Context: an optimization exercise on an open-source flow, tuned for small area. The choices shown serve that exercise and are no tape-out recipe.
In this exercise RTL edits were held to simulation tests only and were not proved equivalent to the original.
Power is estimated from default activity; no workload was simulated.

==> flow/design.v <==
`default_nettype none
package cpu_pkg;
    localparam logic [4:0] OP_RTYPE = 5'd0;
    localparam logic [4:0] OP_J     = 5'd1;
    localparam logic [4:0] OP_BNE   = 5'd2;
    localparam logic [4:0] OP_JAL   = 5'd3;
    localparam logic [4:0] OP_JR    = 5'd4;
    localparam logic [4:0] OP_ADDI  = 5'd5;
    localparam logic [4:0] OP_BLT   = 5'd6;
    localparam logic [4:0] OP_SW    = 5'd7;
    localparam logic [4:0] OP_LW    = 5'd8;
    localparam logic [4:0] ALU_ADD = 5'd0;
    localparam logic [4:0] ALU_SUB = 5'd1;
    localparam logic [4:0] ALU_AND = 5'd2;
    localparam logic [4:0] ALU_OR  = 5'd3;
    localparam logic [4:0] ALU_SLL = 5'd4;
    localparam logic [4:0] ALU_SRA = 5'd5;
endpackage
`default_nettype wire
`default_nettype none
module pipeline_cpu (
    input  logic        clock,
    input  logic        arst_n,
    output logic [31:0] address_imem,
    input  logic [31:0] q_imem,
    output logic [31:0] address_dmem,
    output logic [31:0] data_dmem,
    output logic        wren,
    input  logic [31:0] q_dmem,
    output logic        ctrl_write_enable,
    output logic [4:0]  ctrl_write_reg,
    output logic [4:0]  ctrl_read_reg_a,
    output logic [4:0]  ctrl_read_reg_b,
    output logic [31:0] data_write_reg,
    input  logic [31:0] data_read_reg_a,
    input  logic [31:0] data_read_reg_b
);
    localparam int SEG_W = 8;
    localparam int NSEG  = 32 / SEG_W;
    localparam logic [1:0] S_EX = 2'd0;
    localparam logic [1:0] S_SH = 2'd1;
    localparam logic [1:0] S_PC = 2'd2;
    localparam logic [1:0] S_X2 = 2'd3;
    logic [1:0]  st;
    logic [4:0]  cnt;
    logic [31:0] pc;
    logic [31:0] res;
    logic        taken;
    logic [NSEG-1:1] cy_q;
    logic [4:0] op, rd, rs, rt, shamt, func;
    assign op    = q_imem[31:27];
    assign rd    = q_imem[26:22];
    assign rs    = q_imem[21:17];
    assign rt    = q_imem[16:12];
    assign shamt = q_imem[11:7];
    assign func  = q_imem[6:2];
    logic rtype, i_j, i_bne, i_jal, i_jr, i_addi, i_blt, i_sw, i_lw;
    assign rtype  = (op == cpu_pkg::OP_RTYPE);
    assign i_j    = (op == cpu_pkg::OP_J);
    assign i_bne  = (op == cpu_pkg::OP_BNE);
    assign i_jal  = (op == cpu_pkg::OP_JAL);
    assign i_jr   = (op == cpu_pkg::OP_JR);
    assign i_addi = (op == cpu_pkg::OP_ADDI);
    assign i_blt  = (op == cpu_pkg::OP_BLT);
    assign i_sw   = (op == cpu_pkg::OP_SW);
    assign i_lw   = (op == cpu_pkg::OP_LW);
    logic f_add, f_sub, f_and, f_or, f_shift, f_zero;
    assign f_add   = rtype && (func == cpu_pkg::ALU_ADD);
    assign f_sub   = rtype && (func == cpu_pkg::ALU_SUB);
    assign f_and   = rtype && (func == cpu_pkg::ALU_AND);
    assign f_or    = rtype && (func == cpu_pkg::ALU_OR);
    assign f_shift = rtype && (func == cpu_pkg::ALU_SLL || func == cpu_pkg::ALU_SRA);
    assign f_zero  = rtype && (func > cpu_pkg::ALU_SRA);
    logic is_branch, uses_adder, writes_reg;
    assign is_branch  = i_bne | i_blt;
    assign uses_adder = rtype | i_addi | i_lw | i_sw | is_branch | i_jal;
    assign writes_reg = rtype | i_addi | i_lw | i_jal;
    assign ctrl_read_reg_a = rs;
    assign ctrl_read_reg_b = rtype ? rt : rd;
    logic [31:0] pa, pb;
    assign pa = data_read_reg_a;
    assign pb = data_read_reg_b;
    logic last;
    assign last = (cnt[1:0] == 2'(NSEG - 1));
    assign address_imem      = pc;
    assign address_dmem      = res;
    assign data_dmem         = pb;
    assign data_write_reg    = res;
    assign ctrl_write_reg    = i_jal ? 5'd31 : rd;
    assign ctrl_write_enable = (st == S_PC) && (cnt[1:0] == 2'd0) && writes_reg &&
                               (i_jal || rd != 5'd0);
    assign wren              = (st == S_PC) && (cnt[1:0] == 2'd0) && i_sw;
    logic a_pa, a_pc, b_pb, b_and, b_or, b_inv, b_imm, b_tgt, b_ld, cin;
    always_comb begin
        a_pa  = 1'b0;
        a_pc  = 1'b0;
        b_pb  = 1'b0;
        b_and = 1'b0;
        b_or  = 1'b0;
        b_inv = 1'b0;
        b_imm = 1'b0;
        b_tgt = 1'b0;
        b_ld  = 1'b0;
        cin   = 1'b0;
        if (st == S_EX) begin
            if (i_jal) begin
                a_pc = 1'b1;
                cin  = 1'b1;
            end else if (!f_and && !f_zero) begin
                a_pa = 1'b1;
            end
            if (f_add || f_sub || is_branch) b_pb = 1'b1;
            if (f_sub || is_branch) begin
                b_inv = 1'b1;
                cin   = 1'b1;
            end
            if (f_and) b_and = 1'b1;
            if (f_or)  b_or  = 1'b1;
            if (i_addi || i_lw || i_sw) b_imm = 1'b1;
        end else if (st == S_X2 && i_lw) begin
            b_ld = 1'b1;
        end else begin
            if (i_jr) begin
                b_pb = 1'b1;
            end else if (i_j || i_jal) begin
                b_tgt = 1'b1;
            end else begin
                a_pc = 1'b1;
                cin  = 1'b1;
                if (is_branch && taken) b_imm = 1'b1;
            end
        end
    end
    logic [31:0] imm_s, tgt, opa, opb, pb_keep;
    assign imm_s   = {{15{q_imem[16]}}, q_imem[16:0]};
    assign tgt     = {5'd0, q_imem[26:0]};
    assign pb_keep = {32{b_pb}} | ({32{b_and}} & pa) | ({32{b_or}} & ~pa);
    assign opa     = ({32{a_pa}} & pa) | ({32{a_pc}} & pc);
    assign opb     = (pb_keep & (pb ^ {32{b_inv}})) | ({32{b_imm}} & imm_s) | ({32{b_tgt}} & tgt) |
                     ({32{b_ld}} & q_dmem);
    logic [32:0] c;
    logic [31:0] sum;
    genvar i;
    generate
        for (i = 0; i < 32; i = i + 1) begin : g_add
            logic ci;
            if (i == 0) begin : g_c0
                assign ci = cin;
            end else if (i % SEG_W == 0) begin : g_cs
                assign ci = cy_q[i / SEG_W];
            end else begin : g_cr
                assign ci = c[i];
            end
            assign sum[i]  = opa[i] ^ opb[i] ^ ci;
            assign c[i+1]  = (opa[i] & opb[i]) | (ci & (opa[i] ^ opb[i]));
        end
    endgenerate
    assign c[0] = cin;
    logic new_insn, cy_clr;
    assign new_insn = (st == S_PC) && last;
    assign cy_clr   = new_insn || (st == S_EX && last);
    always_ff @(posedge clock or negedge arst_n) begin
        if (!arst_n) begin
            cy_q <= '0;
        end else begin
            for (int k = 1; k < NSEG; k++) cy_q[k] <= c[k * SEG_W] && !cy_clr;
        end
    end
    logic eq, lt_rs_rd, br_taken;
    assign eq       = (res == 32'd0);
    assign lt_rs_rd = (pa[31] != pb[31]) ? pa[31] : res[31];
    assign br_taken = i_bne ? !eq : (!lt_rs_rd && !eq);
    logic [4:0]  sh_next;
    logic        sh4;
    logic [31:0] shv;
    assign sh4     = (cnt[4:2] != 3'd0);
    assign sh_next = sh4 ? {cnt[4:2] - 3'd1, cnt[1:0]} : {3'd0, cnt[1:0] - 2'd1};
    always_comb begin
        if (!func[0]) shv = sh4 ? {res[27:0], 4'd0} : {res[30:0], 1'b0};
        else          shv = sh4 ? {{4{res[31]}}, res[31:4]} : {res[31], res[31:1]};
    end
    always_ff @(posedge clock or negedge arst_n) begin
        if (!arst_n) begin
            st  <= S_EX;
            cnt <= 5'd0;
            pc  <= 32'd0;
        end else begin
            case (st)
                S_EX: begin
                    if (f_shift && shamt != 5'd0) begin
                        st  <= S_SH;
                        cnt <= shamt;
                    end else if (f_shift || !uses_adder || last) begin
                        st  <= (is_branch || i_lw) ? S_X2 : S_PC;
                        cnt <= 5'd0;
                    end else begin
                        cnt[1:0] <= cnt[1:0] + 2'd1;
                    end
                end
                S_SH: begin
                    if (sh_next == 5'd0) begin
                        st  <= S_PC;
                        cnt <= 5'd0;
                    end else begin
                        cnt <= sh_next;
                    end
                end
                S_X2: begin
                    st <= S_PC;
                end
                default: begin
                    if (last) begin
                        st  <= S_EX;
                        cnt <= 5'd0;
                        pc  <= sum;
                    end else begin
                        cnt[1:0] <= cnt[1:0] + 2'd1;
                    end
                end
            endcase
        end
    end
    always_ff @(posedge clock) begin
        if (st == S_SH) res <= shv;
        else            res <= sum;
        if (st == S_X2) taken <= br_taken;
    end
endmodule
`default_nettype wire
Settings: LEC_CHECK=0, CAP_MARGIN=20, CORE_MARGIN=2, CORE_UTILIZATION=40, SLEW_MARGIN=20; clock period 6.5 ns.
standard.sh (not shown) runs the stock make flow with config.mk's settings and CLKGATE_MAP_FILE= SYNTH_SCRIPT=/design/flow/synth_recipe.tcl, a recipe that flattens the netlist after the stock synthesis.
==> flow/flow/run.sh <==
#!/bin/bash
# The standard layout, with every port buffered by the smallest buffer and
# a clock tree of small buffers without dummy loads.
set -euo pipefail
bash standard.sh \
  "BUFFER_PORTS_ARGS=-buffer_cell sky130_fd_sc_hd__buf_1" \
  "CTS_ARGS=-sink_clustering_enable -repair_clock_nets -dont_use_dummy_load -sink_clustering_size 20 -sink_clustering_max_diameter 100 -buf_list {sky130_fd_sc_hd__clkbuf_8}" \
  finish > standard.log 2>&1
The starting point ran to the end with no violations.
Change:
--- a/flow/flow/run.sh
+++ b/flow/flow/run.sh
@@ -7 +7 @@
-  "CTS_ARGS=-sink_clustering_enable -repair_clock_nets -dont_use_dummy_load -sink_clustering_size 20 -sink_clustering_max_diameter 100 -buf_list {sky130_fd_sc_hd__clkbuf_8}" \
+  "CTS_ARGS=-sink_clustering_enable -repair_clock_nets -dont_use_dummy_load -buf_list {sky130_fd_sc_hd__clkbuf_4 sky130_fd_sc_hd__clkbuf_8}" \
--- a/flow/config.mk
+++ b/flow/config.mk
@@ -10 +10 @@
-export CORE_UTILIZATION = 40
+export CORE_UTILIZATION = 60
- The changed run passed the timing, DRC and antenna checks
- cell count fell by 6.5%
- non-clock buffer count increases by 2
- global-route usage climbs by 12 points
- worst setup slack is worse by 26 ps
- wire length decreases by about 4%
- via count climbs by 4.9%
- clock skew grows by 9.9 ps
Change:
--- a/flow/flow/run.sh
+++ b/flow/flow/run.sh
@@ -7,0 +8 @@
+  GPL_KEEP_OVERFLOW=0 \
--- a/flow/config.mk
+++ b/flow/config.mk
@@ -10 +10 @@
-export CORE_UTILIZATION = 60
+export CORE_UTILIZATION = 40
The changed run finished with timing, DRC and antenna clean.
Power went down by 0.39%.
Via count goes down by 5.5%.
Worst setup slack degrades by 170 ps.
Global-route usage fell by 12 points.
Wire length went up by 3.0%.
Clock-buffer cell count stays the same.
Utilization came out lower by 23 points.
Sequential cell count is unchanged.

## afterwards: timing with drivers on the ports
How much do the figures lean on ideal ports? The routed layouts below were timed once more, with nothing changed but the port constraints. Step 1 (the two cells are an assumption about what drives the block):
set clk [get_ports {clock}]
set_driving_cell -lib_cell sky130_fd_sc_hd__clkbuf_16 $clk
set_driving_cell -lib_cell sky130_fd_sc_hd__buf_2 [delete_from_list [all_inputs] $clk]
Step 2 adds t to the input delays and takes it off the output delays; t is the mean of the earliest and latest rising clock arrival at the registers after step 1. Input paths then give back, and output paths get back, about the clock's delay inside the block. Three values: ideal, step 1, step 2; two values: the first two.
run	t (ns)	setup slack, ns	hold slack, ns	latest minus earliest clock arrival (ns)	slew at the worst register clock pin (ns)
the first run	0.419	0.483 / 0.500 / 0.081	0.516 / 0.516 / 0.516	0.017 / 0.017	0.08 / 0.08
the second run	0.397	0.457 / 0.473 / 0.075	0.510 / 0.510 / 0.510	0.027 / 0.027	0.08 / 0.08
the third run	0.402	0.291 / 0.298 / -0.104	0.512 / 0.512 / 0.512	0.016 / 0.016	0.08 / 0.08
Met with ideal ports but missed after step 2: setup timing in the third run. The setup slack of the first run, which loses most, moves by +0.017 ns with the drivers and by -0.402 ns with both steps.
